Background: an optimization exercise with open tools, aiming at small area, a short achievable clock period and few clock cycles per item. Do not read the settings as production practice.
Where RTL was checked, it was by simulation tests only, not by an equivalence proof against the original.
Only the layout flow was run in runs 1 and 2; the RTL was not checked for function there.
Power and IR drop assume default switching activity.

<file path="flow/design.v">
package bcls_pkg;
   localparam int MAX_LANES      = 16;
   localparam int MAX_CHUNK_BITS = 32;
   localparam int CSR_IDX_W      = 2;
   localparam int CSR_DATA_W     = 16;
   localparam int BUF_W          = MAX_CHUNK_BITS + 7;    
   localparam int ACC_W          = MAX_CHUNK_BITS + 7;    
   localparam logic [CSR_IDX_W-1:0] REG_CHUNK_WIDTH = 2'd0;
   localparam logic [CSR_IDX_W-1:0] REG_LANE_COUNT  = 2'd1;
   localparam logic [CSR_IDX_W-1:0] REG_LANE_ENABLE = 2'd2;
endpackage
import bcls_pkg::*;
module bit_chunk_lane_splitter_unit
(
   input  logic                  clock,
   input  logic                  reset,
   input  logic                  req_valid,
   output logic                  req_ready,
   input  logic                  req_action,
   input  logic [7:0]            req_data_byte,
   output logic                  rsp_valid,
   input  logic                  rsp_ready,
   output logic [3:0]            rsp_lane,
   output logic [7:0]            rsp_out_byte,
   output logic                  rsp_last,
   input  logic                  csr_we,
   input  logic [CSR_IDX_W-1:0]  csr_index,
   input  logic [CSR_DATA_W-1:0] csr_data
);
   logic [5:0]  cw_q;                  
   logic [4:0]  lc_q;                  
   logic [15:0] en_q;
   logic [BUF_W-1:0] buf_q;
   logic [5:0]       pl_q;
   logic [3:0]       idx_q;
   logic [5:0]       sk_q;              
   logic             fol_q;             
   logic             fsh_q;             
   logic [15:0][7:0] pm_q;
   logic [31:0] e_data_q;
   logic [2:0]  e_n_q;                 
   logic [3:0]  e_lane_q;
   logic        e_last_q;              
   logic        e_pend_q;              
   logic [6:0]  cur_pd_q;
   logic [2:0]  cur_pc_q;
   logic [15:0] nz, idx_oh, fcand;
   logic [3:0]  fnext, ra;
   logic [7:0]  rd_m;
   logic [2:0]  rd_pc;
   logic [6:0]  rd_pd;
   for (genvar i = 0; i < 16; i++) begin : g_nz
      assign nz[i] = pm_q[i][7:1] != 7'd0;
   end
   always_comb begin
      for (int i = 0; i < 16; i++) idx_oh[i] = idx_q == 4'(i);
      fcand = fsh_q ? (nz & ~idx_oh) : (nz & en_q);
      fnext = '0;
      for (int i = 15; i >= 0; i--) if (fcand[i]) fnext = 4'(i);
   end
   assign rd_m = pm_q[ra];
   always_comb begin
      rd_pc = '0;
      for (int k = 1; k < 8; k++) begin
         if (rd_m[k]) rd_pc = 3'(k);
      end
      for (int k = 0; k < 7; k++) begin
         rd_pd[k] = rd_m[k] && ((rd_m >> (k + 1)) != 8'd0);
      end
   end
   logic             idx_lt_l, idx_end, few;
   logic [7:0]       in_byte;
   logic [BUF_W-1:0] full;
   logic [31:0]      chunk;
   logic [ACC_W-1:0] acc;
   logic [5:0]       tgt;
   logic [2:0]       nres;
   logic [6:0]       leftover;
   logic             lane_on, yields;
   logic [3:0]       rem_sh;
   logic [7:0]       rem;
   logic [5:0]       remn;
   logic             sw, rem_ge;
   assign idx_lt_l = {1'b0, idx_q} < lc_q;
   assign idx_end  = ({1'b0, idx_q} + 5'd1) >= lc_q;
   assign few    = fol_q && (pl_q <= 6'd8);
   assign in_byte = (fol_q || fsh_q) ? 8'd0 : req_data_byte;
   assign full    = buf_q | (BUF_W'(in_byte) << pl_q);
   always_comb begin
      for (int k = 0; k < 32; k++) chunk[k] = full[k] & (6'(k) < cw_q);
   end
   assign acc     = ACC_W'(cur_pd_q) | (ACC_W'(chunk) << cur_pc_q);
   assign tgt     = 6'(cur_pc_q) + cw_q;
   assign nres    = tgt[5:3];
   always_comb begin
      case (nres)
         3'd0:    leftover = acc[6:0];
         3'd1:    leftover = acc[14:8];
         3'd2:    leftover = acc[22:16];
         3'd3:    leftover = acc[30:24];
         default: leftover = acc[38:32];
      endcase
   end
   assign lane_on = en_q[idx_q];
   assign yields  = lane_on && (nres != 3'd0);
   assign rem_sh  = fol_q ? cw_q[3:0] : 4'(cw_q - pl_q);
   assign rem     = (fol_q ? buf_q[7:0] : req_data_byte) >> rem_sh;
   assign remn    = {3'd0, pl_q[2:0] - cw_q[2:0]};
   assign sw      = cw_q[5:3] == 3'd0;
   assign rem_ge  = sw && (remn[2:0] >= cw_q[2:0]);
   logic acc_chunk, acc_corner;
   logic fol_chunk, fol_skip, fol_exit;
   logic take, e_free, yield_next;
   logic do_acc, do_data, do_flush, chunk_step, chunk_final;
   logic res_nonlast, resolve_last;
   logic load_chunk, load_flush;
   assign acc_chunk  = idx_lt_l && (pl_q < cw_q) && ((pl_q + 6'd8) >= cw_q);
   assign acc_corner = idx_lt_l && (pl_q >= cw_q);
   assign fol_chunk  = fol_q && (sk_q == 6'd0) && idx_lt_l && (pl_q >= cw_q);
   assign fol_skip   = fol_q && (sk_q != 6'd0);
   assign fol_exit   = fol_q && (sk_q == 6'd0) && !(idx_lt_l && (pl_q >= cw_q));
   assign take       = rsp_valid && rsp_ready;
   assign e_free     = (e_n_q == 3'd0) || ((e_n_q == 3'd1) && take);
   assign yield_next = acc_chunk && yields;
   assign req_ready  = fol_q ? 1'b0 : (fsh_q ? !req_valid : !(yield_next && !e_free));
   assign do_acc     = req_valid && req_ready && !fol_q && !fsh_q;
   assign do_data    = do_acc && !req_action;
   assign do_flush   = do_acc && req_action;
   assign chunk_step = !reset && ((do_data && acc_chunk) || (fol_chunk && (!yields || e_free)));
   assign chunk_final = idx_end || (!(fol_q && !few) && !rem_ge);
   logic more1, more2, next_yields, few_path;
   assign few_path    = !(fol_q && !few);
   assign more1       = !idx_end && rem_ge;
   assign more2       = more1 && ({1'b0, remn[2:0]} >= {cw_q[2:0], 1'b0}) && (({1'b0, idx_q} + 5'd2) < lc_q);
   assign next_yields = en_q[idx_q + 4'd1] && ((6'(rd_pc) + cw_q) >= 6'd8);
   assign res_nonlast  = e_pend_q && fol_chunk && yields;
   assign resolve_last = e_pend_q && (fol_exit || (fol_chunk && !yields && chunk_final));
   assign load_chunk = chunk_step && yields;
   assign load_flush = fsh_q && e_free;
   assign ra         = (fsh_q || do_flush) ? fnext : ((idx_end || !idx_lt_l) ? 4'd0 : idx_q + 4'd1);
   always_ff @(posedge clock) begin
      if (reset) begin
         cur_pd_q <= '0;
         cur_pc_q <= '0;
      end else if (do_flush || load_flush) begin
         cur_pd_q <= (fcand != 16'd0) ? rd_pd : 7'd0;
         cur_pc_q <= (fcand != 16'd0) ? rd_pc : 3'd0;
      end else if (chunk_step && idx_end && (idx_q == 4'd0) && lane_on) begin
         cur_pd_q <= leftover;
         cur_pc_q <= tgt[2:0];
      end else if (chunk_step || ((do_data || fol_exit) && !idx_lt_l)) begin
         cur_pd_q <= rd_pd;
         cur_pc_q <= rd_pc;
      end
   end
   assign rsp_valid    = (e_n_q > 3'd1) || ((e_n_q == 3'd1) && !e_pend_q);
   assign rsp_last     = (e_n_q == 3'd1) && e_last_q;
   assign rsp_lane     = e_lane_q;
   assign rsp_out_byte = e_data_q[7:0];
   logic [5:0] wr_w;
   logic [4:0] wr_l;
   always_comb begin
      if (csr_data[5:0] == 6'd0)     wr_w = 6'd1;
      else if (csr_data[5:0] > 6'd32) wr_w = 6'd32;
      else                            wr_w = csr_data[5:0];
      if (csr_data[4:0] == 5'd0)     wr_l = 5'd1;
      else if (csr_data[4:0] > 5'd16) wr_l = 5'd16;
      else                            wr_l = csr_data[4:0];
   end
   always_ff @(posedge clock) begin
      if (reset) begin
         cw_q <= 6'd8;
         lc_q <= 5'd1;
         en_q <= 16'd1;
      end else if (csr_we) begin
         case (csr_index)
            REG_CHUNK_WIDTH: cw_q <= wr_w;
            REG_LANE_COUNT:  lc_q <= wr_l;
            REG_LANE_ENABLE: en_q <= csr_data;
            default: ;
         endcase
      end
   end
   always_ff @(posedge clock) begin
      if (reset) begin
         buf_q <= '0;
         pl_q  <= '0;
         idx_q <= '0;
         sk_q  <= '0;
         fol_q <= 1'b0;
         fsh_q <= 1'b0;
      end else begin
         if (do_flush) begin
            buf_q <= '0;
            pl_q  <= '0;
            idx_q <= fnext;
            fsh_q <= fcand != 16'd0;
         end else if (load_flush) begin
            idx_q <= fnext;
            fsh_q <= fcand != 16'd0;
         end else if (do_data && !idx_lt_l) begin
            buf_q <= '0;
            pl_q  <= '0;
            idx_q <= '0;
         end else if (do_data && !acc_chunk) begin
            buf_q <= full;
            pl_q  <= pl_q + 6'd8;
            fol_q <= acc_corner;
         end else if (fol_skip) begin
            buf_q <= buf_q >> 1;
            pl_q  <= pl_q - 6'd1;
            sk_q  <= sk_q - 6'd1;
         end else if (fol_exit) begin
            fol_q <= 1'b0;
            if (!idx_lt_l) begin
               buf_q <= '0;
               pl_q  <= '0;
               idx_q <= '0;
            end
         end else if (chunk_step) begin
            if (idx_end) begin
               buf_q <= '0;
               pl_q  <= '0;
               idx_q <= '0;
               fol_q <= 1'b0;
            end else begin
               idx_q <= idx_q + 4'd1;
               if (fol_q && !few) begin
                  sk_q <= cw_q;
               end else begin
                  buf_q <= BUF_W'(rem);
                  pl_q  <= remn;
                  fol_q <= rem_ge;
               end
            end
         end
      end
   end
   logic [7:0]  pm_wd;
   logic [15:0] pm_we;
   assign pm_wd = chunk_step ? ({1'b0, leftover} | (8'd1 << tgt[2:0])) : 8'd1;
   always_comb begin
      for (int i = 0; i < 16; i++) begin
         pm_we[i] = reset || (do_flush && !en_q[i]) || (load_flush && idx_oh[i])
                    || (chunk_step && lane_on && idx_oh[i]);
      end
   end
   always_ff @(posedge clock) begin
      for (int i = 0; i < 16; i++) begin
         if (pm_we[i]) pm_q[i] <= pm_wd;
      end
   end
   always_ff @(posedge clock) begin
      if (reset) begin
         e_n_q    <= 3'd0;
         e_pend_q <= 1'b0;
      end else if (load_chunk) begin
         e_n_q    <= nres;
         e_pend_q <= few_path ? more2 : !idx_end;
      end else if (load_flush) begin
         e_n_q    <= 3'd1;
         e_pend_q <= 1'b0;
      end else begin
         if (take) e_n_q <= e_n_q - 3'd1;
         if (res_nonlast || resolve_last) e_pend_q <= 1'b0;
      end
   end
   always_ff @(posedge clock) begin
      if (load_chunk) begin
         e_data_q <= acc[31:0];
         e_lane_q <= idx_q;
         e_last_q <= !(few_path && more1 && !more2 && next_yields);
      end else if (load_flush) begin
         e_data_q <= acc[31:0];
         e_lane_q <= idx_q;
         e_last_q <= fcand == 16'd0;
      end else begin
         if (take) e_data_q[23:0] <= e_data_q[31:8];
         if (res_nonlast) e_last_q <= 1'b0;
      end
   end
endmodule
</file>
<file path="flow/run.sh">
#!/bin/bash
# synth_recipe.tcl (not shown) runs the flow's synth.tcl, then flattens the netlist and writes it again
# the make line also repeats each setting of config.mk as NAME=value (left out here)
make -C /OpenROAD-flow-scripts/flow DESIGN_CONFIG=/design/flow/config.mk WORK_HOME=/design/flow/orfs CLKGATE_MAP_FILE= SYNTH_SCRIPT=/design/flow/synth_recipe.tcl finish
</file>
<file path="flow/config.mk">
export PLATFORM = sky130hd
export DESIGN_NAME = bit_chunk_lane_splitter_unit
export DESIGN_NICKNAME = bit_chunk_lane_splitter_unit
export VERILOG_FILES = /design/flow/design.v
export SDC_FILE = /design/flow/constraint.sdc
export NUM_CORES = 4
export LEC_CHECK = 0
export CAP_MARGIN = 20
export CORE_MARGIN = 2
export CORE_UTILIZATION = 40
export SETUP_SLACK_MARGIN = 2.4
export SLEW_MARGIN = 20
</file>
<file path="flow/constraint.sdc">
create_clock -name core_clock -period 6.5 [get_ports {clock}]
set_input_delay 1.3000 -clock core_clock [delete_from_list [all_inputs] [get_ports {clock}]]
set_output_delay 1.3000 -clock core_clock [all_outputs]
set_load 0.01 [all_outputs]
</file>
==> results by group, run 1 <==
STA
  • Crit path time final: 5.052 ns
  • Post-route clock period utilization: 77.73%
  • Worst slew margin: 31.67%
  • Hold violation count in the final report: 0
  • RSZ-0062 raised after global routing: true
  • Worst-Margin Slew: 1.024 ns
  • Highest Clock Rate: 0.1979 GHz
  • Worst Skew: 0.02353 ns
  • PnR worst setup slack: 1.448 ns
  • Final setup viols: 0
  • Post-route setup TNS: 0 ns
  • Pins Over Slew Limit: 0

Layout
  • Layout cells sized above 1: 23.88%
  • Nets: 2,084
  • Antenna Cells: 0
  • Non-Filler Cell Area, Final: 21,240 um2
  • Most common cell after layout, fill and taps aside: nor2_1
  • Commonest cells after routing, fill and taps aside: 212 x nor2_1, 174 x nand2_1, 165 x edfxtp_1, 141 x buf_4, 136 x a21oi_1
  • Syn-to-layout area delta: 24.90%
  • Layout fillers: 3,788
  • Fin util: 50.62%
  • Fin cells: 2,562

Pwr
  • NetSw: 0.003935 W
  • Power per cell area: 440.1 nW/um2
  • Combinational Power Share: 53.6%
  • Flop pwr share: 26.5%
  • P_int: 0.005411 W
  • P_leak: 7.608 nW
  • Clock power frac: 19.9%
  • VDD IR max: 241.2 uV
  • Switching fraction of total power: 42.10%

Global route
  • Vias in the first global route: 15,380
  • Tot GR Track Use: 27.81%
  • First-pass GRT wire length: 94,180 um
  • Global route overflow: 0
  • Initial antenna violation count: 0
  • Largest net degree at the start of global routing: 72

Setup path
  • Worst setup EP type: register
  • Worst Path Arrival: 5.33 ns
  • Slowest-stage cell, CP: mux4_2
  • Worst Path Buf+Inv: 1
  • R2r startpoint: pl_q[2]
  • Worst Setup Start Kind: register
  • CP Class: reg2reg
  • CP max stage delay: 0.50 ns
  • Crit-path cells: buf_4 -> ha_2 -> a21oi_2 -> o21ai_2 -> a2111oi_4 -> nand4b_1 -> nand2_4 -> mux2_4 -> mux4_2 -> mux2_4 -> o211ai_4 -> nand3_2 -> a21o_1 -> ha_1 -> a21oi_2 -> nor2b_2 -> o31ai_1 -> nor4bb_1 -> o21ai_1
  • Crit path max-delay family: compound AO/OA/AOI/OAI gates
  • Critical Path RT: 6.78 ns
  • R2R Path End: e_last_q
  • Crit Path Max Fanout: 24
  • Cells on worst reg2reg path: 19
  • Reg2reg setup slack: 1.45 ns

Min path
  • Hold path endpoint: buf_q[11]
  • Worst Min Path Start: buf_q[11]
  • Hold Path Stages: 2
  • HP Class: reg2reg

Clocking
  • Deepest clock path buffer count: 3
  • CTS buffer count: 34
  • H-tree lvl count: 2
  • CTS clock-pin slew for the worst setup and hold paths: 0.06 ns
  • # clock sinks: 263
  • Hold_buf cts: 0
  • CTS tree: built
  • CTS root buf: clkbuf_16
  • Skew-Pair Late Insertion Delay: 0.55 ns

Route
  • DRT Wirelength: 62,890 um
  • Wire length per cell: 24.55 um
  • Routed Antenna Nets: 0
  • Pre-Repair DR Iteration Count: 6
  • Routed vias/inst: 6.364
  • Via count: 16,310
  • Detailed-route DRC error count: 0
  • DRT iter0 DRCs: 1,774

Outcome
  • Outcome: finished clean

Floorplan
  • Core box area: 41,950 um2
  • Starting Density: 40.53%
  • Die Span Y: 210.2 um
  • I/O pin total: 47
  • DIE AREA: 44,170 um2
  • Die Width: 210.2 um
  • Cell row count: 75

Placement
  • HPWL Detailed: 44,360 um
  • Placed instance area: 18,120 um2
  • Port bufs: 46
  • Gpl congestion: 0.9840
  • Worst slack, placed: 0.4562 ns
  • DP Cell Count: 2,394

Synth
  • Synth warn: 1
  • Sequential share of the synthesized area: 40.68%
  • EDFF count, synth: 165
  • Cell Area, Synth: 17,000 um2
  • Syn nets: 1,951
  • Post-Syn Area per Cell: 9.107 um2
  • Synthesized instance count: 1,867
  • Async S/R FF share, synth: 0%
  • Top FF cell, synth: edfxtp_1
  • Synth Register Bits: 263
  • Synth unique cells: 92

Flow run
  • Max Cap Violations: 0
-- routing by layer --
metal  GRT usage (%)  routed length (um)  vias up
li1                -                   -     7320
met1           38.78               26820     7916
met2           43.55               28240      898
met3           4.365                5406      171
met4           10.61                2427        0
met5               0                   0        -
-- flip-flops by register name (all words and copies together), names as in the netlist --
register and flops:
e_lane_q 4, e_n_q 3, lc_q 5, idx_q 4, pl_q 6, e_pend_q 1, cw_q 6, fol_q 1
buf_q 39, e_data_q 32, cur_pc_q 3, pm_q 128, cur_pd_q 7, e_last_q 1, sk_q 6, fsh_q 1
en_q 16
-- worst max path at each step --
stage,startpoint,to,slack (ns),cells after the start
3_3_place_gp,rsp_ready,e_last_q,0.55,18
3_5_place_dp,rsp_ready,e_last_q,0.46,18
5_1_grt,cw_q[0],e_last_q,1.21,26
6_report,pl_q[2],e_last_q,1.45,19
2_1_floorplan,pl_q[0],e_last_q,1.64,24
4_1_cts,pl_q[3],e_last_q,1.59,22
-- cell usage after synthesis (all sizes together), types with 12 or more instances --
cell type,count,share of area (%)
or2,14,0.52
a31oi,22,0.81
a221oi,26,1.3
mux2i,103,6.1
o211ai,15,0.72
nor3,73,2.3
and3,17,0.63
or4,13,0.60
nand2,183,4.0
buf,44,1.6
edfxtp,165,29
nand3,40,1.2
nand2b,19,0.71
a21o,12,0.53
inv,42,0.93
nor4,25,1.2
clkbuf,79,1.7
and2,12,0.44
a22oi,26,1.1
nor2b,14,0.52
o22ai,25,0.92
nor2,226,5.0
ha,49,3.6
xnor2,12,0.62
mux2,19,1.3
o21ai,86,2.5
dfxtp,98,12
a211oi,58,2.6
nor3b,14,0.62
a21oi,158,4.7
mux4,16,2.1
-- cells by family (layout without fill, tap and decap cells) --
kind of cell / Yosys count / after routing / synth area share [%]
flops: 263 / 263 / 40.68
compound gates: 544 / 544 / 21.49
simple gates: 680 / 680 / 19.04
mux: 138 / 138 / 9.486
xor+xnor: 19 / 19 / 0.9787
buf+inv: 171 / 327 / 4.364
fa+ha+maj: 52 / 52 / 3.959
-- worst min-delay path: stages, from the launching register on --
cell,delay (ns)
dfxtp_1,0.32
nand2_1,0.06
a21oi_1,0.05
-- timing repair --
action	CTS	global route
cloned	1	1
setup endpoints to repair	372	207
pin swaps	56	46
gates resized for setup	207	114
setup buffers	93	14
-- power by group through the flow --
| stage | sequential [W] | clock (W) | combinational (W) |
|---|---|---|---|
| 2_1_floorplan | 0.00235 | 0 | 0.00269 |
| 3_3_place_gp | 0.00249 | 0 | 0.00366 |
| 3_5_place_dp | 0.00249 | 0 | 0.00369 |
| 4_1_cts | 0.00246 | 0.00189 | 0.00451 |
| 5_1_grt | 0.00250 | 0.00195 | 0.00532 |
| 6_report | 0.00248 | 0.00186 | 0.00501 |
-- metrics by stage --
stage / power (W) / hold slack, ns
floorplan: 0.005041 / 0.4494
global placement: 0.006150 / 0.4668
detailed placement: 0.006181 / 0.4799
CTS: 0.008858 / 0.4868
global route: 0.009772 / 0.5182
finish: 0.009345 / 0.4852
-- cell type report --
type	instances	area, um2	area share, %
clock buffers	54	1017	4.790
well taps	539	674.4	3.176
inverters	48	201.4	0.9486
repair buffers	220	1866	8.785
multi-input cells	1433	10470	49.29
flip-flops and latches	263	6948	32.72
clock inverters	5	61.31	0.2887
==> run 2: changes to the inputs <==
--- a/flow/design.v
+++ b/flow/design.v
@@ -86,3 +86,3 @@
    assign few    = fol_q && (pl_q <= 6'd8);
-   assign in_byte = (fol_q || fsh_q) ? 8'd0 : req_data_byte;
+   assign in_byte = fol_q ? 8'd0 : req_data_byte;
    assign full    = buf_q | (BUF_W'(in_byte) << pl_q);
@@ -139,3 +139,3 @@
    assign load_flush = fsh_q && e_free;
-   assign ra         = (fsh_q || do_flush) ? fnext : ((idx_end || !idx_lt_l) ? 4'd0 : idx_q + 4'd1);
+   assign ra         = fsh_q ? idx_q : (idx_end ? 4'd0 : idx_q + 4'd1);
    always_ff @(posedge clock) begin
@@ -144,5 +144,5 @@
          cur_pc_q <= '0;
-      end else if (do_flush || load_flush) begin
-         cur_pd_q <= (fcand != 16'd0) ? rd_pd : 7'd0;
-         cur_pc_q <= (fcand != 16'd0) ? rd_pc : 3'd0;
+      end else if (do_flush) begin
+         cur_pd_q <= '0;
+         cur_pc_q <= '0;
       end else if (chunk_step && idx_end && (idx_q == 4'd0) && lane_on) begin
@@ -273,3 +273,3 @@
       end else if (load_flush) begin
-         e_data_q <= acc[31:0];
+         e_data_q[7:0] <= {1'b0, rd_pd};
          e_lane_q <= idx_q;
--- a/flow/config.mk
+++ b/flow/config.mk
@@ -10,3 +10,3 @@
 export CORE_UTILIZATION = 40
-export SETUP_SLACK_MARGIN = 2.4
+export SETUP_SLACK_MARGIN = 1.8
 export SLEW_MARGIN = 20
==> run 2 against run 1 <==
Largest power group unchanged. Critical path depth decreased by 7. Sequential share of layout area about the same. Critical endpoint is now pm_q[43]. Hold slack improved by 0.0036 ns. Still clean. Worst setup slack improved by 0.41 ns. Largest cell class unchanged.
==> results by group, run 2 <==
Outcome
  • Outcome: finished clean

Floorplan
  • Die Width: 217.7 um (+3.6%)
  • Starting Density: 40.35% (-0.18 points)
  • Core box area: 45,280 um2 (+8.0%)
  • I/O pin total: 47 (unchanged)
  • Cell row count: 78 (+4.0%)
  • DIE AREA: 47,410 um2 (+7.3%)
  • Die Span Y: 217.7 um (+3.6%)

Route
  • Pre-Repair DR Iteration Count: 8 (+2)
  • Routed Antenna Nets: 0 (unchanged)
  • DRT iter0 DRCs: 2,169 (+22%)
  • Wire length per cell: 24.94 um (+1.6%)
  • DRT Wirelength: 69,610 um (+11%)
  • Via count: 18,090 (+11%)
  • Routed vias/inst: 6.482 (+1.9%)
  • Detailed-route DRC error count: 0 (unchanged)

STA
  • Worst Skew: 0.04143 ns (+0.01790 ns)
  • Highest Clock Rate: 0.2155 GHz (+8.9%)
  • RSZ-0062 raised after global routing: true
  • Pins Over Slew Limit: 0 (unchanged)
  • PnR worst setup slack: 1.860 ns (+0.4119 ns)
  • Post-route setup TNS: 0 ns (unchanged)
  • Post-route clock period utilization: 71.39% (-6.3 points)
  • Worst-Margin Slew: 1.050 ns (+0.02601 ns)
  • Hold violation count in the final report: 0 (unchanged)
  • Worst slew margin: 29.48% (-2.2 points)
  • Crit path time final: 4.640 ns (-0.4119 ns)
  • Final setup viols: 0 (unchanged)
  • Hold slack: 0.4888 ns (+0.003647 ns)

Layout
  • Commonest cells after routing, fill and taps aside: 271 x nand2_1, 191 x nor2_1, 176 x a21oi_1, 165 x edfxtp_1, 101 x buf_4
  • Fin util: 46.73% (-3.9 points)
  • Layout cells sized above 1: 13.78% (-10 points)
  • Non-Filler Cell Area, Final: 21,160 um2 (-0.35%)
  • Largest reg by FF count: pm_q
  • Largest register FFs: 128 (unchanged)
  • Syn-to-layout area delta: 15.80%
  • Antenna Cells: 0 (unchanged)
  • Most common cell after layout, fill and taps aside: nand2_1
  • Layout fillers: 4,426 (+17%)
  • Top Registers: pm_q: 128 flops, buf_q: 39 flops, e_data_q: 32 flops
  • Nets: 2,251 (+8.0%)

Setup path
  • R2R Path End: e_last_q
  • Worst Path Buf+Inv: 2 (+1)
  • Worst Setup Start Kind: input pin
  • Crit Path Max Fanout: 16 (-33%)
  • CP Class: in2reg
  • Slowest-stage cell, CP: mux4_2
  • Crit path max-delay family: compound AO/OA/AOI/OAI gates
  • Critical path origin: req_data_byte[4]
  • Worst Path Arrival: 4.98 ns (-0.35 ns)
  • CP endpoint: pm_q[43]
  • R2r startpoint: idx_q[1]
  • Reg2reg setup slack: 1.88 ns (+0.43 ns)
  • CP max stage delay: 0.57 ns (+0.07 ns)
  • Worst setup EP type: register
  • WP depth: 12 (-7)
  • Cells on worst reg2reg path: 22 (+3)
  • Crit-path cells: clkdlybuf4s50_1 -> mux4_2 -> mux2_2 -> a221o_1 -> a2bb2oi_2 -> mux2i_1 -> a222oi_1 -> nand4b_1 -> nor3_1 -> a21o_1 -> a21oi_1 -> buf_4
  • Critical Path RT: 6.84 ns (+0.06 ns)

Synth
  • Cell Area, Synth: 18,270 um2 (+7.5%)
  • Synth warn: 1 (unchanged)
  • Synth Register Bits: 263 (unchanged)
  • Synthesized instance count: 2,138 (+15%)
  • EDFF count, synth: 165 (unchanged)
  • Syn nets: 2,222 (+14%)
  • Sequential share of the synthesized area: 37.85% (-2.8 points)
  • Commonest cells in the netlist: 274 x nand2_1, 193 x nor2_1, 179 x a21oi_1, 165 x edfxtp_1, 107 x o21ai_0
  • Top FF cell, synth: edfxtp_1
  • Post-synth top area cell: edfxtp_1
  • Area share of the largest cell type after synthesis: 27.11% (-2.0 points)
  • Top post-synthesis cells by area: edfxtp_1 27%, dfxtp_1 11%, nand2_1 5.6%
  • Top-count cell post-synth: nand2_1
  • Synth unique cells: 98 (+6.5%)
  • Async S/R FF share, synth: 0% (unchanged)
  • Post-Syn Area per Cell: 8.547 um2 (-6.1%)

Placement
  • HPWL Detailed: 49,570 um (+12%)
  • Gpl congestion: 0.9706 (-1.4%)
  • Worst slack, placed: 0.7977 ns (+0.3415 ns)
  • Placed instance area: 19,340 um2 (+6.8%)
  • Port bufs: 46 (unchanged)

Clocking
  • CTS root buf: clkbuf_16
  • Skew-Pair Late Insertion Delay: 0.62 ns (+0.07 ns)
  • CTS tree: built
  • H-tree lvl count: 1 (-1)
  • CTS buffer count: 30 (-12%)
  • # clock sinks: 263 (unchanged)
  • Deepest clock path buffer count: 3 (unchanged)
  • CTS clock-pin slew for the worst setup and hold paths: 0.06 ns (about the same)

Flow run
  • Max Cap Violations: 0 (unchanged)

Global route
  • Vias in the first global route: 16,990 (+11%)
  • First-pass GRT wire length: 104,300 um (+11%)
  • Tot GR Track Use: 28.42% (+0.60 points)
  • Initial antenna violation count: 0 (unchanged)
  • Global route overflow: 0 (unchanged)
  • Largest net degree at the start of global routing: 58 (-19%)

Min path
  • HP Class: reg2reg
  • Hold Path Stages: 2 (unchanged)

Pwr
  • VDD IR max: 260.0 uV (+7.8%)
  • Power per cell area: 429.6 nW/um2 (-2.4%)
  • P_leak: 7.393 nW (-2.8%)
## run 2: changes by cell type after synthesis, sizes merged, moves of 22 or more
cell,previous run,this run
a21oi,158,180
mux2i,103,55
nor2,226,193
nand3,40,73
o221ai,7,35
buf,44,66
nand2,183,275
o21ai,86,117
## run 2: worst min path at each step
stage / startpoint / endpoint
2_1_floorplan: cur_pd_q[4] / cur_pd_q[4]
4_1_cts: cur_pd_q[4] / cur_pd_q[4]
3_5_place_dp: cur_pd_q[4] / cur_pd_q[4]
6_report: lc_q[1] / lc_q[1]
3_3_place_gp: cur_pd_q[4] / cur_pd_q[4]
5_1_grt: idx_q[0] / e_lane_q[0]
## run 2: report_power, final
part / internal, W / switching [W] / total, W
Combinational: 0.00182 / 0.00310 / 0.00493
Clock: 0.00107 / 0.000734 / 0.00180
Sequential: 0.00213 / 0.000232 / 0.00236
## run 2: cell type report
class	instances	area [um2]	area share (%)
inverter	57	214.0	1.011
timing repair buffer	159	1411	6.670
tap	600	750.7	3.548
sequential	263	6929	32.75
multi-input combinational	1656	10820	51.12
clock inverter	17	240.2	1.135
clock buffer	39	798.3	3.772
## run 2: repair_timing
| item | in CTS | in global routing |
|---|---|---|
| setup endpoints to repair | 210 | 208 |
| hold buffers | 0 | 0 |
| resized for setup | 48 | 47 |
| buffers inserted | 9 | 31 |
| pin swaps | 9 | 16 |
| gates cloned | 2 | 3 |
## run 2: logic make-up after synthesis
kind of cell    synth area share, %
buf+inv                       5.238
xor+xnor                     0.7669
mux                           5.724
fa+ha+maj                     3.684
flops                         37.85
compound gates                25.53
simple gates                  21.21
## run 2: per-stage QoR
step           cells  power (W)
2_1_floorplan   2138   0.005289
3_3_place_gp    2690   0.006608
3_5_place_dp    2690   0.006622
4_1_cts         2757   0.008608
5_1_grt         2791   0.009554
6_report        2791   0.009091
## run 2: per-layer routing
metal  vias up  wire [um]  GRT usage (%)
li1       8177          -              -
met1      8725      28590          37.49
met2       958      32440          47.09
met3       232       4984          3.543
met4         0       3595          11.86
met5         -          0              0
## run 2: tightest hold or removal path: cells and delay by family, from the launching register on
family | cells | cell delay [ns]
compound gates | 1 | 0.06
simple gates | 1 | 0.07
flops | 1 | 0.33
==> run 3: changes to the inputs <==
--- a/flow/design.v
+++ b/flow/design.v
@@ -39,2 +39,4 @@
    logic [15:0][7:0] pm_q;
+   logic        in_v_q, in_act_q;
+   logic [7:0]  in_byte_q;
    logic [31:0] e_data_q;
@@ -86,3 +88,3 @@
    assign few    = fol_q && (pl_q <= 6'd8);
-   assign in_byte = fol_q ? 8'd0 : req_data_byte;
+   assign in_byte = fol_q ? 8'd0 : in_byte_q;
    assign full    = buf_q | (BUF_W'(in_byte) << pl_q);
@@ -106,3 +108,3 @@
    assign rem_sh  = fol_q ? cw_q[3:0] : 4'(cw_q - pl_q);
-   assign rem     = (fol_q ? buf_q[7:0] : req_data_byte) >> rem_sh;
+   assign rem     = (fol_q ? buf_q[7:0] : in_byte_q) >> rem_sh;
    assign remn    = {3'd0, pl_q[2:0] - cw_q[2:0]};
@@ -124,6 +126,22 @@
    assign yield_next = acc_chunk && yields;
-   assign req_ready  = fol_q ? 1'b0 : (fsh_q ? !req_valid : !(yield_next && !e_free));
-   assign do_acc     = req_valid && req_ready && !fol_q && !fsh_q;
-   assign do_data    = do_acc && !req_action;
-   assign do_flush   = do_acc && req_action;
+   assign do_acc     = in_v_q && !fol_q && !fsh_q && (in_act_q || !(yield_next && !e_free));
+   assign do_data    = do_acc && !in_act_q;
+   assign do_flush   = do_acc && in_act_q;
+   assign req_ready  = fol_q ? (fol_exit || (chunk_step && chunk_final))
+                             : (!in_v_q || (do_acc && !(do_data && (acc_corner || (acc_chunk && more1)))));
+   always_ff @(posedge clock) begin
+      if (reset) begin
+         in_v_q <= 1'b0;
+      end else if (req_valid && req_ready) begin
+         in_v_q <= 1'b1;
+      end else if (do_acc) begin
+         in_v_q <= 1'b0;
+      end
+   end
+   always_ff @(posedge clock) begin
+      if (req_valid && req_ready) begin
+         in_act_q  <= req_action;
+         in_byte_q <= req_data_byte;
+      end
+   end
    assign chunk_step = !reset && ((do_data && acc_chunk) || (fol_chunk && (!yields || e_free)));
==> run 3 against run 2 <==
Cell count decreased by 3.4%. Sequential share of layout area increased by 1.3 points. Global-route usage decreased by 0.48 points. Core utilization increased by 0.40 points. Synthesized cell count decreased by 4.9%. Clock skew decreased by 0.0055 ns. Combinational power decreased by 52%. Via count decreased by 4.6%. Die area decreased by 0.65%. Flip-flop and latch count increased by 10. Maximum frequency about the same. Hold slack got worse by 0.025 ns.
==> results by group, run 3 <==
Layout
  • Multi-input gate area: 10,550 um2 (-2.5%)
  • Commonest cells after routing, fill and taps aside: 253 x nand2_1, 174 x nor2_1, 174 x edfxtp_1, 137 x a21oi_1, 105 x o21ai_0
  • Top Registers: pm_q: 128 flops, buf_q: 39 flops, e_data_q: 32 flops
  • Largest reg by FF count: pm_q
  • Layout fillers: 4,330 (-2.2%)
  • Nets: 2,156 (-4.2%)
  • Fin cells: 2,696 (-3.4%)
  • Largest register FFs: 128 (unchanged)
  • Syn-to-layout area delta: 17.07%
  • Antenna Cells: 0 (unchanged)
  • Layout cells sized above 1: 14.98% (+1.2 points)
  • FF+latch area: 7238 um2 (+4.5%)
  • Most common cell after layout, fill and taps aside: nand2_1

Setup path
  • Most used cell, CP: a22o_1
  • Crit-path cells: buf_4 -> or4bb_1 -> o311a_1 -> nor2_1 -> a21boi_0 -> o32a_1 -> a21oi_1 -> a22o_1 -> nor4_1 -> a22o_1 -> a21oi_2
  • R2R Path End: pm_q[86]
  • Worst setup EP type: register
  • Critical Path RT: 6.72 ns (-0.12 ns)
  • CP max stage delay: 0.74 ns (+0.17 ns)
  • Worst Path Arrival: 4.85 ns (-0.13 ns)
  • Worst Path Buf+Inv: 1 (-1)
  • Cells on worst reg2reg path: 11 (-50%)
  • Crit path max-delay family: compound AO/OA/AOI/OAI gates
  • Worst Setup Start Kind: register
  • CP Class: reg2reg
  • Reg2reg setup slack: 1.86 ns (-0.02 ns)
  • Slowest-stage cell, CP: a21oi_2
  • R2r startpoint: pl_q[1]
  • Crit Path Max Fanout: 18 (+2)

Floorplan
  • I/O pin total: 47 (unchanged)
  • Core box area: 45,090 um2 (-0.43%)
  • Die Width: 217.0 um (-0.33%)
  • DIE AREA: 47,100 um2 (-0.65%)
  • Die Span Y: 217.0 um (-0.33%)
  • Starting Density: 40.26% (-0.094 points)
  • Cell row count: 78 (unchanged)

STA
  • Post-route clock period utilization: 71.34% (about the same)
  • Post-route setup TNS: 0 ns (unchanged)
  • Hold violation count in the final report: 0 (unchanged)
  • RSZ-0062 raised after global routing: false
  • Worst slew margin: 13.84% (-16 points)
  • PnR worst setup slack: 1.863 ns (+0.003380 ns)
  • Worst Skew: 0.03592 ns (-0.005511 ns)
  • Final setup viols: 0 (unchanged)
  • Worst-Margin Slew: 1.281 ns (+0.2307 ns)
  • Highest Clock Rate: 0.2157 GHz (about the same)
  • Pins Over Slew Limit: 0 (unchanged)
  • Crit path time final: 4.637 ns (-0.003380 ns)

Route
  • Pre-Repair DR Iteration Count: 8 (unchanged)
  • Detailed-route DRC error count: 0 (unchanged)
  • Max Used Layer: met4
  • DRT iter0 DRCs: 2,046 (-5.7%)
  • DR WL met3: 5499 um (+10%)
  • Routed vias/inst: 6.400 (-1.3%)
  • DRT Wirelength: 67,050 um (-3.7%)
  • Met2 WL: 31,070 um (-4.2%)
  • Routed Antenna Nets: 0 (unchanged)
  • Via count: 17,250 (-4.6%)
  • Wire length per cell: 24.87 um (-0.29%)
  • DRT met1 WL: 27,600 um (-3.5%)

Synth
  • Area share of the largest cell type after synthesis: 28.78% (+1.7 points)
  • Top post-synthesis cells by area: edfxtp_1 29%, dfxtp_1 11%, mux2i_1 5.5%
  • Synthesized instance count: 2,034 (-4.9%)
  • Top-count cell post-synth: nand2_1
  • Async S/R FF share, synth: 0% (unchanged)
  • Top FF cell, synth: edfxtp_1
  • Synth unique cells: 97 (-1.0%)
  • Synth Register Bits: 273 (+3.8%)
  • Post-synth top area cell: edfxtp_1
  • Cell Area, Synth: 18,150 um2 (-0.66%)
  • Synth warn: 1 (unchanged)
  • Post-Syn Area per Cell: 8.924 um2 (+4.4%)
  • EDFF count, synth: 174 (+5.5%)
  • Commonest cells in the netlist: 256 x nand2_1, 178 x nor2_1, 174 x edfxtp_1, 146 x a21oi_1, 112 x o21ai_0
  • Sequential share of the synthesized area: 39.70% (+1.9 points)
  • Syn nets: 2,118 (-4.7%)

Flow run
  • Max Cap Violations: 0 (unchanged)

Clocking
  • Deepest clock path buffer count: 3 (unchanged)
  • CTS clock-pin slew for the worst setup and hold paths: 0.06 ns (about the same)
  • Skew-Pair Late Insertion Delay: 0.58 ns (-0.04 ns)
  • CTS root buf: clkbuf_16
  • Hold_buf cts: 0 (unchanged)
  • CTS tree: built
  • H-tree lvl count: 2 (+1)
  • # clock sinks: 273 (+3.8%)
  • CTS buffer count: 34 (+13%)

Pwr
  • Power Total: 0.006601 W (-27%)
  • Power per cell area: 310.6 nW/um2 (-28%)
  • P_leak: 7.588 nW (+2.6%)
  • VDD IR max: 295.5 uV (+14%)

Placement
  • Worst slack, placed: 0.6230 ns (-0.1747 ns)
  • DP Cell Count: 2,594 (-3.6%)
  • Gpl congestion: 0.9597 (-1.1%)
  • HPWL Detailed: 47,220 um (-4.7%)
  • Port bufs: 46 (unchanged)

Outcome
  • Outcome: finished clean

Global route
  • Tot GR Track Use: 27.94% (-0.48 points)
  • First-pass GRT wire length: 101,300 um (-2.9%)
  • Global route overflow: 0 (unchanged)
  • Vias in the first global route: 16,620 (-2.2%)
  • Initial antenna violation count: 0 (unchanged)
  • Largest net degree at the start of global routing: 53 (-8.6%)

Min path
  • Worst Min Path Start: idx_q[2]
  • HP Class: reg2reg
  • Hold path endpoint: e_lane_q[2]
  • Hold Path Stages: 0 (-2)
[run 3: cell types whose count changed after synthesis, moves of 9 or more]
| cell | previous run | this run |
|---|---|---|
| o221ai_1 | 35 | 26 |
| nand3_1 | 72 | 56 |
| edfxtp_1 | 165 | 174 |
| nor4_1 | 30 | 21 |
| nand2_1 | 274 | 256 |
| nand2b_1 | 27 | 14 |
| o211ai_1 | 33 | 13 |
| a21oi_1 | 179 | 146 |
| nor2_1 | 193 | 178 |
| mux2i_1 | 55 | 99 |
| nor3_1 | 89 | 80 |
| and3_1 | 13 | 22 |
| buf_2 | 38 | 22 |
[run 3: layer usage]
layer	vias up	track usage [%]
met2	883	44.91
met3	184	5.073
li1	7800	-
met1	8387	36.73
met4	0	12.44
met5	-	0
[run 3: cells by family (layout without fill, tap and decap cells)]
logic type / count (synthesis) / after routing / share of synthesized area (%)
fa+ha+maj: 52 / 52 / 3.708
buf+inv: 205 / 264 / 4.804
simple gates: 731 / 731 / 18.84
flops: 273 / 273 / 39.70
mux: 135 / 135 / 8.644
compound gates: 617 / 620 / 23.29
xor+xnor: 21 / 21 / 1.013
[run 3: worst max path at each step]
stage	from	to	slack [ns]	depth (start not counted)
3_3_place_gp	idx_q[1]	e_last_q	0.86	18
6_report	pl_q[1]	pm_q[86]	1.86	11
4_1_cts	pl_q[3]	pm_q[43]	1.72	13
5_1_grt	pl_q[0]	req_ready	1.78	14
3_5_place_dp	idx_q[1]	e_last_q	0.62	17
2_1_floorplan	idx_q[0]	e_last_q	1.85	23
[run 3: what timing repair did]
action | in CTS | in global routing
pin swaps | 10 | 18
buffers inserted | 14 | 22
gates resized for setup | 52 | 60
cloned | 4 | 1
setup endpoints to repair | 140 | 191
hold endpoints to repair | 0 | 0
[run 3: stage by stage]
stage / cell area, um2 / utilization (%) / hold WS (ns)
final: 21250 / 47.13 / 0.4642
after floorplan: 18150 / - / 0.4357
after CTS: 20800 / 46.12 / 0.4790
after detailed placement: 19230 / 42.66 / 0.4717
after global placement: 19230 / 42.64 / 0.4592
after global routing: 21250 / 47.13 / 0.4751
[run 3: final cells by class]
type | instances | share of cell area (%)
Tap cell | 600 | 3.533
Clock buffer | 43 | 4.304
Multi-Input combinational cell | 1559 | 49.65
Clock inverter | 17 | 1.225
Sequential cell | 273 | 34.06
Inverter | 56 | 1.036
Timing Repair Buffer | 148 | 6.188
[run 3: worst register-to-register path, stage by stage, from the launching register on]
cell and delay [ns]:
dfxtp_2 0.46, buf_4 0.26, or4bb_1 0.53, o311a_1 0.26, nor2_1 0.28, a21boi_0 0.20, o32a_1 0.42, a21oi_1 0.53
a22o_1 0.25, nor4_1 0.05, a22o_1 0.29, a21oi_2 0.74
[run 3: report_power, final]
| group | switching, W | internal [W] | leakage (nW) |
|---|---|---|---|
| clock | 0.000811 | 0.00121 | 0.576 |
| combinational | 0.00146 | 0.000913 | 4.48 |
| sequential | 0.000139 | 0.00207 | 2.53 |
Testbench counts of run 3, summed over its fixed seeds: cycles 5,766, items 4,211.
==> run 4: changes to the inputs <==
--- a/flow/config.mk
+++ b/flow/config.mk
@@ -10,3 +10,4 @@
 export CORE_UTILIZATION = 40
-export SETUP_SLACK_MARGIN = 1.8
+export SETUP_SLACK_MARGIN = 2.4
 export SLEW_MARGIN = 20
+export TNS_END_PERCENT = 0
==> run 4 against run 3 <==
Maximum frequency is 1.6% higher. Synthesized area stayed put. Register-to-register slack better by 0.13 ns. Clock skew is 0.013 ns lower. Global-route usage hardly changed. Combinational power is 6% higher. Power is 1.0% lower. Via count is 0.71% lower. Sequential share of layout area hardly changed. Sequential power hardly changed. Worst setup slack better by 0.074 ns. Non-clock buffer count is 14 higher.
==> results by group, run 4 <==
Synth
  • Synth Register Bits: 273 (unchanged)
  • Area share of the largest cell type after synthesis: 28.78% (unchanged)
  • Top-count cell post-synth: nand2_1
  • Async S/R FF share, synth: 0% (unchanged)
  • Synth warn: 1 (unchanged)
  • Commonest cells in the netlist: 256 x nand2_1, 178 x nor2_1, 174 x edfxtp_1, 146 x a21oi_1, 112 x o21ai_0
  • EDFF count, synth: 174 (unchanged)
  • Top post-synthesis cells by area: edfxtp_1 29%, dfxtp_1 11%, mux2i_1 5.5%
  • Post-synth top area cell: edfxtp_1
  • Syn nets: 2,118 (unchanged)
  • Top FF cell, synth: edfxtp_1
  • Synthesized instance count: 2,034 (unchanged)
  • Sequential share of the synthesized area: 39.70% (unchanged)
  • Post-Syn Area per Cell: 8.924 um2 (unchanged)
  • Synth unique cells: 97 (unchanged)
  • Cell Area, Synth: 18,150 um2 (unchanged)

Pwr
  • P_leak: 7.584 nW (about the same)
  • Power per cell area: 306.9 nW/um2 (-1.2%)
  • Clock power frac: 28.0% (-2.6 points)
  • Flop pwr share: 33.6% (+0.2 points)
  • VDD IR max: 232.3 uV (-21%)
  • Power Total: 0.006534 W (-1.0%)
  • Combinational Power Share: 38.4% (+2.4 points)
  • P_int: 0.004141 W (-1.2%)
  • NetSw: 0.002393 W (-0.70%)
  • Switching fraction of total power: 36.63% (+0.12 points)

Layout
  • Largest register FFs: 128 (unchanged)
  • Most common cell after layout, fill and taps aside: nand2_1
  • Commonest cells after routing, fill and taps aside: 250 x nand2_1, 174 x nor2_1, 174 x edfxtp_1, 138 x a21oi_1, 107 x o21ai_0
  • Antenna Cells: 0 (unchanged)
  • Nets: 2,164 (+0.37%)
  • Layout cells sized above 1: 15.45% (+0.47 points)
  • Top Registers: pm_q: 128 flops, buf_q: 39 flops, e_data_q: 32 flops
  • Largest reg by FF count: pm_q
  • Syn-to-layout area delta: 17.29%

Clocking
  • # clock sinks: 273 (unchanged)
  • Skew-Pair Late Insertion Delay: 0.61 ns (+0.03 ns)
  • Deepest clock path buffer count: 3 (unchanged)
  • CTS root buf: clkbuf_16
  • CTS clock-pin slew for the worst setup and hold paths: 0.06 ns (about the same)
  • Hold_buf cts: 0 (unchanged)
  • H-tree lvl count: 1 (-1)
  • CTS tree: built
  • CTS buffer count: 31 (-8.8%)

Placement
  • HPWL Detailed: 47,920 um (+1.5%)
  • Port bufs: 46 (unchanged)
  • Gpl congestion: 0.9510 (-0.91%)

STA
  • RSZ-0062 raised after global routing: true
  • Final setup viols: 0 (unchanged)
  • Worst-Margin Slew: 1.159 ns (-0.1217 ns)
  • Crit path time final: 4.563 ns (-0.07388 ns)
  • Post-route clock period utilization: 70.20% (-1.1 points)
  • Worst Skew: 0.02249 ns (-0.01343 ns)
  • Post-route setup TNS: 0 ns (unchanged)
  • Worst slew margin: 22.40% (+8.6 points)
  • Highest Clock Rate: 0.2191 GHz (+1.6%)
  • Hold violation count in the final report: 0 (unchanged)
  • Pins Over Slew Limit: 0 (unchanged)

Setup path
  • Worst setup EP type: primary output
  • Critical Path RT: 5.20 ns (-1.52 ns)
  • Crit Path Max Fanout: 13 (-5)
  • CP Class: reg2out
  • Worst Path Arrival: 3.26 ns (-1.59 ns)
  • Worst Setup Start Kind: register

Outcome
  • Outcome: finished clean

Flow run
  • Max Cap Violations: 0 (unchanged)

Route
  • Wire length per cell: 24.88 um (about the same)
  • DRT Wirelength: 67,270 um (+0.33%)
  • DRT iter0 DRCs: 2,018 (-1.4%)
  • Via count: 17,130 (-0.71%)
  • Routed vias/inst: 6.335 (-1.0%)
  • Pre-Repair DR Iteration Count: 9 (+1)
  • Detailed-route DRC error count: 0 (unchanged)
  • Routed Antenna Nets: 0 (unchanged)

Global route
  • First-pass GRT wire length: 101,600 um (+0.26%)
  • Initial antenna violation count: 0 (unchanged)
  • Tot GR Track Use: 27.93% (about the same)
  • Global route overflow: 0 (unchanged)
  • Vias in the first global route: 16,520 (-0.63%)
  • Largest net degree at the start of global routing: 53 (unchanged)

Floorplan
  • Starting Density: 40.26% (unchanged)
  • Core box area: 45,090 um2 (unchanged)
  • Cell row count: 78 (unchanged)
  • DIE AREA: 47,100 um2 (unchanged)
  • Die Width: 217.0 um (unchanged)
  • I/O pin total: 47 (unchanged)
  • Die Span Y: 217.0 um (unchanged)

Min path
  • HP Class: reg2reg
[run 4: cell count changes in the layout (fill, tap and decap cells not counted), moves of 3 or more]
cell / change
buf_4: +10
o221ai_1: +7
o221ai_2: -7
mux2i_1: -4
buf_12: +3
clkbuf_8: -3
clkinv_2: +3
dfxtp_2: -3
mux2i_2: +3
nand2_1: -3
[run 4: through the flow]
stage	setup WS, ns	instance area, um2	hold WS [ns]	utilization (%)	cells
after floorplan	2.387	18280	0.4357	-	2034
after global routing	1.821	21290	0.5144	47.22	2704
after global placement	1.291	19330	0.4500	42.88	2598
after CTS	2.004	20950	0.4662	46.46	2691
final	1.937	21290	0.4710	47.22	2704
after detailed placement	1.116	19330	0.4573	42.88	2598
[run 4: worst max-delay path, cell delays in order (launching register included)]
cell and delay, ns:
dfxtp_4 0.37, buf_12 0.15, ha_1 0.20, xor2_1 0.16, ha_2 0.33, nor2_1 0.04, nor2_1 0.16, nand4_1 0.15
o21a_2 0.27, nor3_4 0.22, a21oi_1 0.12, a31oi_2 0.29, buf_2 0.20
[run 4: logic make-up (layout without fill, tap and decap cells)]
| family | after synthesis | in the layout | synth area share (%) |
|---|---|---|---|
| XOR/XNOR | 21 | 21 | 1.013 |
| adder cells (fa/ha/maj) | 52 | 52 | 3.708 |
| AO/OA/AOI/OAI | 617 | 617 | 23.29 |
| multiplexers | 135 | 135 | 8.644 |
| AND/OR/NAND/NOR | 731 | 731 | 18.84 |
| flip-flops | 273 | 273 | 39.70 |
| buffers and inverters | 205 | 275 | 4.804 |
[run 4: layout make-up]
type | instances | area [um2]
Tap cell | 600 | 750.7
Clock buffer | 39 | 805.8
Multi-Input combinational cell | 1556 | 10580
Inverter | 56 | 222.7
Clock inverter | 18 | 234.0
Timing Repair Buffer | 162 | 1460
Fill cell | 4233 | 23800
Sequential cell | 273 | 7242
[run 4: metal layers]
layer  GRT usage (%)  vias up  part of all wire [%]
li1                -     7825                     -
met1           36.70     8310                    41
met2           45.95      805                    47
met3           4.347      191                   7.2
met4           11.44        0                   4.5
met5               0        -                     0
[run 4: power by group through the flow]
stage | clock network, W | logic (W) | registers, W
floorplan | 0 | 0.00156 | 0.00218
global placement | 0 | 0.00215 | 0.00223
detailed placement | 0 | 0.00217 | 0.00223
CTS | 0.00186 | 0.00232 | 0.00219
global route | 0.00192 | 0.00269 | 0.00222
finish | 0.00183 | 0.00251 | 0.00220
[run 4: final timing paths]
| path | start | end | slack, ns | cells past startpoint |
|---|---|---|---|---|
| worst min register to register | buf_q[0] | buf_q[0] | 0.47 | 2 |
| worst min-delay path | buf_q[0] | buf_q[0] | 0.47 | 2 |
| worst max-delay path | pl_q[3] | req_ready | 1.94 | 12 |
| worst max register to register | pl_q[1] | pm_q[10] | 1.99 | 12 |
[run 4: what timing repair did]
item / 4_1_cts / 5_1_grt
setup buffers: 36 / 10
setup endpoints to repair: 298 / 232
gates resized for setup: 72 / 38
gates cloned: 0 / 3
pin swaps: 21 / 19
==> run 5: changes to the inputs <==
--- a/flow/config.mk
+++ b/flow/config.mk
@@ -7,2 +7,3 @@
 export LEC_CHECK = 0
+export ABC_AREA = 1
 export CAP_MARGIN = 20
@@ -12,2 +13 @@
 export SLEW_MARGIN = 20
-export TNS_END_PERCENT = 0
==> run 5 against run 4 <==
Still clean on timing, DRC and antenna. Largest power group unchanged. Sequential power grew 12%. Synthesized cell count grew 21%. Core utilization up 0.87 points. Global-route usage fell by 1.8 points. Die area decreased by 2.1%. Sequential share of layout area increased by 0.24 points. Clock power shrank 3%. Maximum frequency is 0.31% higher.
==> results by group, run 5 <==
Placement
  • HPWL Detailed: 43,740 um (-8.7%)
  • Gpl congestion: 0.9230 (-2.9%)
  • Placed instance area: 18,790 um2 (-2.8%)
  • Port bufs: 46 (unchanged)

Synth
  • Top post-synthesis cells by area: edfxtp_1 29%, nand2_1 13%, dfxtp_1 11%
  • Synthesized instance count: 2,459 (+21%)
  • Synth warn: 1 (unchanged)
  • EDFF count, synth: 174 (unchanged)
  • Area share of the largest cell type after synthesis: 29.41% (+0.62 points)
  • Cell Area, Synth: 17,770 um2 (-2.1%)
  • Commonest cells in the netlist: 598 x nand2_1, 384 x nand3_1, 291 x inv_1, 177 x nor2_1, 174 x edfxtp_1
  • Post-synth top area cell: edfxtp_1
  • Synth Register Bits: 273 (unchanged)
  • Synth unique cells: 60 (-38%)
  • Top-count cell post-synth: nand2_1
  • Sequential share of the synthesized area: 40.56% (+0.86 points)
  • Async S/R FF share, synth: 0% (unchanged)
  • Syn nets: 2,544 (+20%)
  • Top FF cell, synth: edfxtp_1
  • Post-Syn Area per Cell: 7.226 um2 (-19%)

Setup path
  • Crit path max-delay family: simple AND/OR/NAND/NOR gates
  • Crit Path Max Fanout: 15 (+2)
  • CP Class: reg2reg
  • CP max stage delay: 0.43 ns (+0.06 ns)
  • Worst Setup Start Kind: register
  • Slowest-stage cell, CP: dfxtp_4
  • Worst Path Arrival: 4.89 ns (+1.63 ns)
  • Critical Path RT: 6.85 ns (+1.65 ns)
  • Worst Path Buf+Inv: 6 (+4)
  • Worst setup EP type: register

Clocking
  • # clock sinks: 273 (unchanged)
  • CTS buffer count: 31 (unchanged)
  • Skew-Pair Late Insertion Delay: 0.61 ns (about the same)
  • CTS tree: built
  • CTS clock-pin slew for the worst setup and hold paths: 0.06 ns (about the same)
  • CTS root buf: clkbuf_16
  • Deepest clock path buffer count: 3 (unchanged)
  • Hold_buf cts: 0 (unchanged)
  • H-tree lvl count: 1 (unchanged)

STA
  • Post-route clock period utilization: 69.99% (-0.21 points)
  • Worst slew margin: 22.64% (+0.24 points)
  • Hold slack: 0.4602 ns (-0.01086 ns)
  • Worst Skew: 0.01214 ns (-0.01035 ns)
  • Post-route setup TNS: 0 ns (unchanged)
  • Highest Clock Rate: 0.2198 GHz (+0.31%)
  • Worst-Margin Slew: 1.159 ns (+0.0003443 ns)
  • Final setup viols: 0 (unchanged)
  • Hold violation count in the final report: 0 (unchanged)
  • Crit path time final: 4.549 ns (-0.01393 ns)
  • RSZ-0062 raised after global routing: true
  • Pins Over Slew Limit: 0 (unchanged)

Route
  • Via count: 17,880 (+4.4%)
  • Pre-Repair DR Iteration Count: 6 (-3)
  • Routed vias/inst: 5.679 (-10%)
  • Detailed-route DRC error count: 0 (unchanged)
  • DRT Wirelength: 61,980 um (-7.9%)
  • Wire length per cell: 19.69 um (-21%)
  • Routed Antenna Nets: 0 (unchanged)
  • DRT iter0 DRCs: 1,827 (-9.5%)

Global route
  • Tot GR Track Use: 26.14% (-1.8 points)
  • Vias in the first global route: 16,790 (+1.7%)
  • First-pass GRT wire length: 95,540 um (-5.9%)
  • Largest net degree at the start of global routing: 47 (-11%)
  • Global route overflow: 0 (unchanged)
  • Initial antenna violation count: 0 (unchanged)

Pwr
  • Combinational Power Share: 56.5% (+18 points)
  • P_leak: 8.869 nW (+17%)
  • P_int: 0.005143 W (+24%)
  • VDD IR max: 281.5 uV (+21%)
  • NetSw: 0.004596 W (+92%)
  • Power per cell area: 459.9 nW/um2 (+50%)
  • Clock power frac: 18.1% (-9.9 points)
  • Flop pwr share: 25.3% (-8.3 points)
  • Switching fraction of total power: 47.19% (+11 points)
  • Power Total: 0.009739 W (+49%)

Layout
  • Top Registers: pm_q: 128 flops, buf_q: 39 flops, e_data_q: 32 flops
  • Fin util: 48.09% (+0.87 points)
  • Antenna Cells: 0 (unchanged)
  • Layout cells sized above 1: 11.70% (-3.7 points)
  • Commonest cells after routing, fill and taps aside: 579 x nand2_1, 370 x nand3_1, 274 x inv_1, 174 x edfxtp_1, 164 x nor2_1
  • Most common cell after layout, fill and taps aside: nand2_1
  • Nets: 2,616 (+21%)
  • Largest register FFs: 128 (unchanged)
  • Syn-to-layout area delta: 19.17%
  • Non-Filler Cell Area, Final: 21,180 um2 (-0.55%)
  • Largest reg by FF count: pm_q

Floorplan
  • I/O pin total: 47 (unchanged)
  • Die Span Y: 214.8 um (-1.0%)
  • Die Width: 214.8 um (-1.0%)
  • DIE AREA: 46,120 um2 (-2.1%)
  • Starting Density: 40.36% (+0.097 points)
  • Cell row count: 77 (-1.3%)
  • Core box area: 44,030 um2 (-2.4%)

Outcome
  • Outcome: finished clean

Flow run
  • Max Cap Violations: 0 (unchanged)

Min path
  • HP Class: reg2reg
run 5: changes by cell type in the layout (fill, tap and decap cells not counted), sizes merged, moves of 24 or more:
cell    previous run  this run
nand2            256       602
nor3              81        17
mux2i            100         0
inv               54       300
a211oi            44         4
nand3             58       388
a31oi             32         8
o211ai            13        38
o21ai            115       182
run 5: worst paths after layout:
path / start / to / slack, ns / cells past startpoint
worst max-delay path: idx_q[1] / e_last_q / 1.95 / 31
worst min-delay path: buf_q[38] / buf_q[38] / 0.46 / 2
worst min register to register: buf_q[38] / buf_q[38] / 0.46 / 2
worst max register to register: idx_q[1] / e_last_q / 1.95 / 31
run 5: metal layers:
layer / GRT usage (%) / share of wire (%)
met1: 38.28 / 45
met2: 39.12 / 42
met3: 4.912 / 9.4
met4: 7.569 / 2.7
met5: 0 / 0
run 5: kinds of logic after synthesis:
family,after synthesis,synth area share (%)
buffers and inverters,427,9.584
adder cells (fa/ha/maj),53,3.901
flip-flops,273,40.56
AND/OR/NAND/NOR,1242,30.23
AO/OA/AOI/OAI,452,15.09
XOR/XNOR,12,0.6338
run 5: final cells by class:
| type | instances | area (um2) |
|---|---|---|
| Clock inverter | 14 | 141.4 |
| Multi-Input combinational cell | 1762 | 9428 |
| Inverter | 311 | 1225 |
| Clock buffer | 44 | 865.8 |
| Sequential cell | 273 | 7253 |
| Fill cell | 4328 | 22850 |
| Timing Repair Buffer | 152 | 1521 |
| Tap cell | 592 | 740.7 |
run 5: repair_timing:
item                       4_1_cts  5_1_grt
setup endpoints to repair      358      163
resized for setup              129       24
gates cloned                     6        1
pin swaps                       41       18
setup buffers                   68        8
run 5: power groups by stage:
stage          combinational, W  sequential [W]  clock (W)
6_report                0.00551         0.00247    0.00177
4_1_cts                 0.00523         0.00246    0.00179
3_3_place_gp            0.00440         0.00251          0
5_1_grt                 0.00601         0.00250    0.00186
2_1_floorplan           0.00330         0.00241          0
3_5_place_dp            0.00444         0.00252          0
run 5: per-stage QoR:
step	instances	setup WS (ns)
final	3148	1.951
after global routing	3148	1.655
after CTS	3138	1.972
after detailed placement	3006	0.9844
after global placement	3006	1.054
after floorplan	2459	2.389
run 5: tightest hold or removal path: cells and delay by family (launching register included):
family / cells / cell delay [ns]
compound gates: 1 / 0.05
buf+inv: 1 / 0.05
flops: 1 / 0.31
==> run 6: changes to the inputs <==
--- a/flow/config.mk
+++ b/flow/config.mk
@@ -7,3 +7,2 @@
 export LEC_CHECK = 0
-export ABC_AREA = 1
 export CAP_MARGIN = 20
==> run 6 against run 5 <==
Still clean on timing, DRC and antenna. Clock power fell by 5%. Sequential share of layout area fell by 0.75 points. Non-clock buffer count rose by 32. Critical path type is now reg2out.
==> results by group, run 6 <==
Synth
  • Synth warn: 1 (unchanged)
  • Area share of the largest cell type after synthesis: 28.78% (-0.62 points)
  • Sequential share of the synthesized area: 39.70% (-0.86 points)
  • EDFF count, synth: 174 (unchanged)
  • Cell Area, Synth: 18,150 um2 (+2.2%)
  • Synthesized instance count: 2,034 (-17%)
  • Top post-synthesis cells by area: edfxtp_1 29%, dfxtp_1 11%, mux2i_1 5.5%
  • Syn nets: 2,118 (-17%)
  • Post-synth top area cell: edfxtp_1
  • Commonest cells in the netlist: 256 x nand2_1, 178 x nor2_1, 174 x edfxtp_1, 146 x a21oi_1, 112 x o21ai_0
  • Post-Syn Area per Cell: 8.924 um2 (+24%)
  • Synth Register Bits: 273 (unchanged)
  • Top-count cell post-synth: nand2_1
  • Top FF cell, synth: edfxtp_1
  • Synth unique cells: 97 (+62%)
  • Async S/R FF share, synth: 0% (unchanged)

Pwr
  • Power per cell area: 298.2 nW/um2 (-35%)
  • P_leak: 7.685 nW (-13%)
  • VDD IR max: 268.8 uV (-4.5%)
  • Power Total: 0.006452 W (-34%)

Setup path
  • Reg2reg setup slack: 2.19 ns (+0.24 ns)
  • R2r startpoint: idx_q[0]
  • Crit Path Max Fanout: 4 (-11)
  • Cells on worst reg2reg path: 21 (-32%)
  • R2R Path End: e_last_q
  • CP Class: reg2out
  • Worst Path Arrival: 3.30 ns (-1.59 ns)
  • Critical Path RT: 5.20 ns (-1.65 ns)
  • Worst setup EP type: primary output
  • Worst Setup Start Kind: register

Placement
  • DP Cell Count: 2,600 (-14%)
  • Port bufs: 46 (unchanged)
  • Gpl congestion: 0.9439 (+2.3%)
  • HPWL Detailed: 47,380 um (+8.3%)

Floorplan
  • Die Width: 217.0 um (+1.1%)
  • Die Span Y: 217.0 um (+1.1%)
  • Core box area: 45,090 um2 (+2.4%)
  • I/O pin total: 47 (unchanged)
  • DIE AREA: 47,100 um2 (+2.1%)
  • Starting Density: 40.26% (-0.097 points)
  • Cell row count: 78 (+1.3%)

Layout
  • Nets: 2,189 (-16%)
  • Largest register FFs: 128 (unchanged)
  • Fin cells: 2,730 (-13%)
  • Most common cell after layout, fill and taps aside: nand2_1
  • Largest reg by FF count: pm_q
  • Commonest cells after routing, fill and taps aside: 249 x nand2_1, 174 x edfxtp_1, 170 x nor2_1, 136 x a21oi_1, 119 x buf_4
  • Top Registers: pm_q: 128 flops, buf_q: 39 flops, e_data_q: 32 flops
  • Layout cells sized above 1: 17.70% (+6.0 points)
  • Layout fillers: 4,325 (-0.069%)
  • Fin util: 47.98% (-0.11 points)
  • Syn-to-layout area delta: 19.18% (about the same)
  • Antenna Cells: 0 (unchanged)

Clocking
  • CTS tree: built
  • CTS root buf: clkbuf_16
  • # clock sinks: 273 (unchanged)
  • H-tree lvl count: 1 (unchanged)
  • CTS buffer count: 31 (unchanged)
  • Deepest clock path buffer count: 3 (unchanged)
  • Skew-Pair Late Insertion Delay: 0.62 ns (about the same)
  • CTS clock-pin slew for the worst setup and hold paths: 0.06 ns (about the same)
  • Hold_buf cts: 0 (unchanged)

STA
  • Worst slew margin: 35.79% (+13 points)
  • Worst Skew: 0.02693 ns (+0.01479 ns)
  • Highest Clock Rate: 0.2175 GHz (-1.0%)
  • Worst-Margin Slew: 0.9596 ns (-0.1996 ns)
  • Hold slack: 0.4659 ns (+0.005720 ns)
  • Pins Over Slew Limit: 0 (unchanged)
  • Post-route clock period utilization: 70.73% (+0.74 points)
  • Post-route setup TNS: 0 ns (unchanged)
  • Final setup viols: 0 (unchanged)
  • Crit path time final: 4.597 ns (+0.04814 ns)
  • RSZ-0062 raised after global routing: true
  • Hold violation count in the final report: 0 (unchanged)

Route
  • Detailed-route DRC error count: 0 (unchanged)
  • Routed Antenna Nets: 0 (unchanged)
  • Wire length per cell: 24.72 um (+26%)
  • DRT Wirelength: 67,480 um (+8.9%)
  • Routed vias/inst: 6.381 (+12%)
  • DRT iter0 DRCs: 2,082 (+14%)
  • Via count: 17,420 (-2.6%)
  • Pre-Repair DR Iteration Count: 7 (+1)

Min path
  • Hold Path Stages: 2 (unchanged)
  • HP Class: reg2reg
  • Worst Min Path Start: buf_q[0]
  • Hold path endpoint: buf_q[0]

Global route
  • Global route overflow: 0 (unchanged)
  • Vias in the first global route: 16,530 (-1.6%)
  • Tot GR Track Use: 27.60% (+1.5 points)
  • Initial antenna violation count: 1 (+1)
  • First-pass GRT wire length: 101,000 um (+5.7%)
  • Largest net degree at the start of global routing: 53 (+13%)

Outcome
  • Outcome: finished clean

Flow run
  • Max Cap Violations: 0 (unchanged)
[run 6: cell count changes in the layout (fill, tap and decap cells not counted), sizes merged, moves of 33 or more]
| cell | delta |
|---|---|
| nand3 | -330 |
| inv | -247 |
| mux2i | +100 |
| a211oi | +40 |
| nand2 | -346 |
| o21ai | -66 |
| nor3 | +64 |
| buf | +33 |
[run 6: cells by family after synthesis]
kind of cell | after synthesis | synth area share [%]
multiplexers | 135 | 8.644
buffers and inverters | 205 | 4.804
AO/OA/AOI/OAI | 617 | 23.29
XOR/XNOR | 21 | 1.013
flip-flops | 273 | 39.70
adder cells (fa/ha/maj) | 52 | 3.708
AND/OR/NAND/NOR | 731 | 18.84
[run 6: where the power goes]
group | leakage [nW] | switching, W | internal (W)
clock | 0.462 | 0.000771 | 0.000921
combinational | 4.69 | 0.00154 | 0.00103
sequential | 2.53 | 0.000127 | 0.00206
total | 7.68 | 0.00244 | 0.00401
[run 6: worst max-delay path: stages (launching register included)]
cell,delay (ns)
dfxtp_4,0.36
clkinvlp_4,0.12
ha_4,0.18
inv_2,0.05
fa_2,0.46
ha_4,0.23
a21boi_2,0.15
o21ai_2,0.14
a211o_1,0.23
nand2_1,0.07
a21boi_1,0.12
o21bai_1,0.08
a31oi_2,0.30
buf_2,0.19
[run 6: worst max path at each step]
stage	from	end	slack, ns
2_1_floorplan	idx_q[1]	e_last_q	2.41
3_3_place_gp	idx_q[0]	e_last_q	1.20
4_1_cts	pl_q[0]	req_ready	1.93
3_5_place_dp	idx_q[0]	e_last_q	1.04
6_report	pl_q[0]	req_ready	1.90
5_1_grt	pl_q[3]	req_ready	1.84
[run 6: per-layer routing]
| layer | vias up | global-route usage, % | wire length, um |
|---|---|---|---|
| li1 | 7864 | - | - |
| met1 | 8590 | 36.35 | 27880 |
| met2 | 795 | 46.11 | 32310 |
| met3 | 170 | 3.788 | 4684 |
| met4 | 2 | 10.39 | 2590 |
| met5 | - | 0 | 8 |
[run 6: final cells by class]
cell class	instances	area [um2]	area share, %
repair buffers	184	1619	7.484
well taps	600	750.7	3.470
flip-flops and latches	273	7248	33.50
repair inverters	1	7.507	0.03470
multi-input cells	1558	10820	50.03
clock buffers	36	794.5	3.673
inverters	56	225.2	1.041
clock inverters	22	165.2	0.7634
[run 6: metrics by stage]
step,setup WS [ns],instance area [um2]
global route,1.838,21630
CTS,1.934,21100
global placement,1.199,19330
detailed placement,1.042,19330
floorplan,2.407,18280
finish,1.903,21630
[run 6: timing repair]
item | in CTS | in global routing
gates cloned | 1 | 3
gates resized for setup | 104 | 62
setup buffers | 45 | 22
pin swaps | 29 | 25
setup endpoints to repair | 265 | 187

[port drivers added, routing unchanged]
No port has a modelled driver above. Below, the same layouts with a new extraction and two added sets of constraints.
Step 1 (the two cells are an assumption about what drives the block):
set clk [get_ports {clock}]
set_driving_cell -lib_cell sky130_fd_sc_hd__clkbuf_16 $clk
set_driving_cell -lib_cell sky130_fd_sc_hd__buf_2 [delete_from_list [all_inputs] $clk]
Step 2 adds t to the input delays and takes it off the output delays; t is the mean of the earliest and latest rising clock arrival at the registers after step 1. Input paths then give back, and output paths get back, about the clock's delay inside the block.
a / b / c = no drivers / after step 1 / after step 2; a / b = the first two.
run | t (ns) | setup WS [ns] | worst setup path after step 2 | worst slew at a driven data input, ns
run 1 | 0.591 | 1.448 / 1.448 / 0.929 | input to register | 0.04
run 2 | 0.648 | 1.860 / 1.868 / 1.238 | input to register | 0.04
run 3 | 0.623 | 1.863 / 1.838 / 1.848 | input to register | 0.05
run 4 | 0.655 | 1.937 / 1.883 / 1.931 | input to register | 0.05
run 5 | 0.662 | 1.951 / 1.951 / 1.818 | input to register | 0.04
run 6 | 0.667 | 1.903 / 1.842 / 1.948 | input to output | 0.05
After both steps setup and hold are still met in every run listed. The setup slack of run 2, which loses most, moves by +0.008 ns with the drivers and by -0.622 ns with both steps.
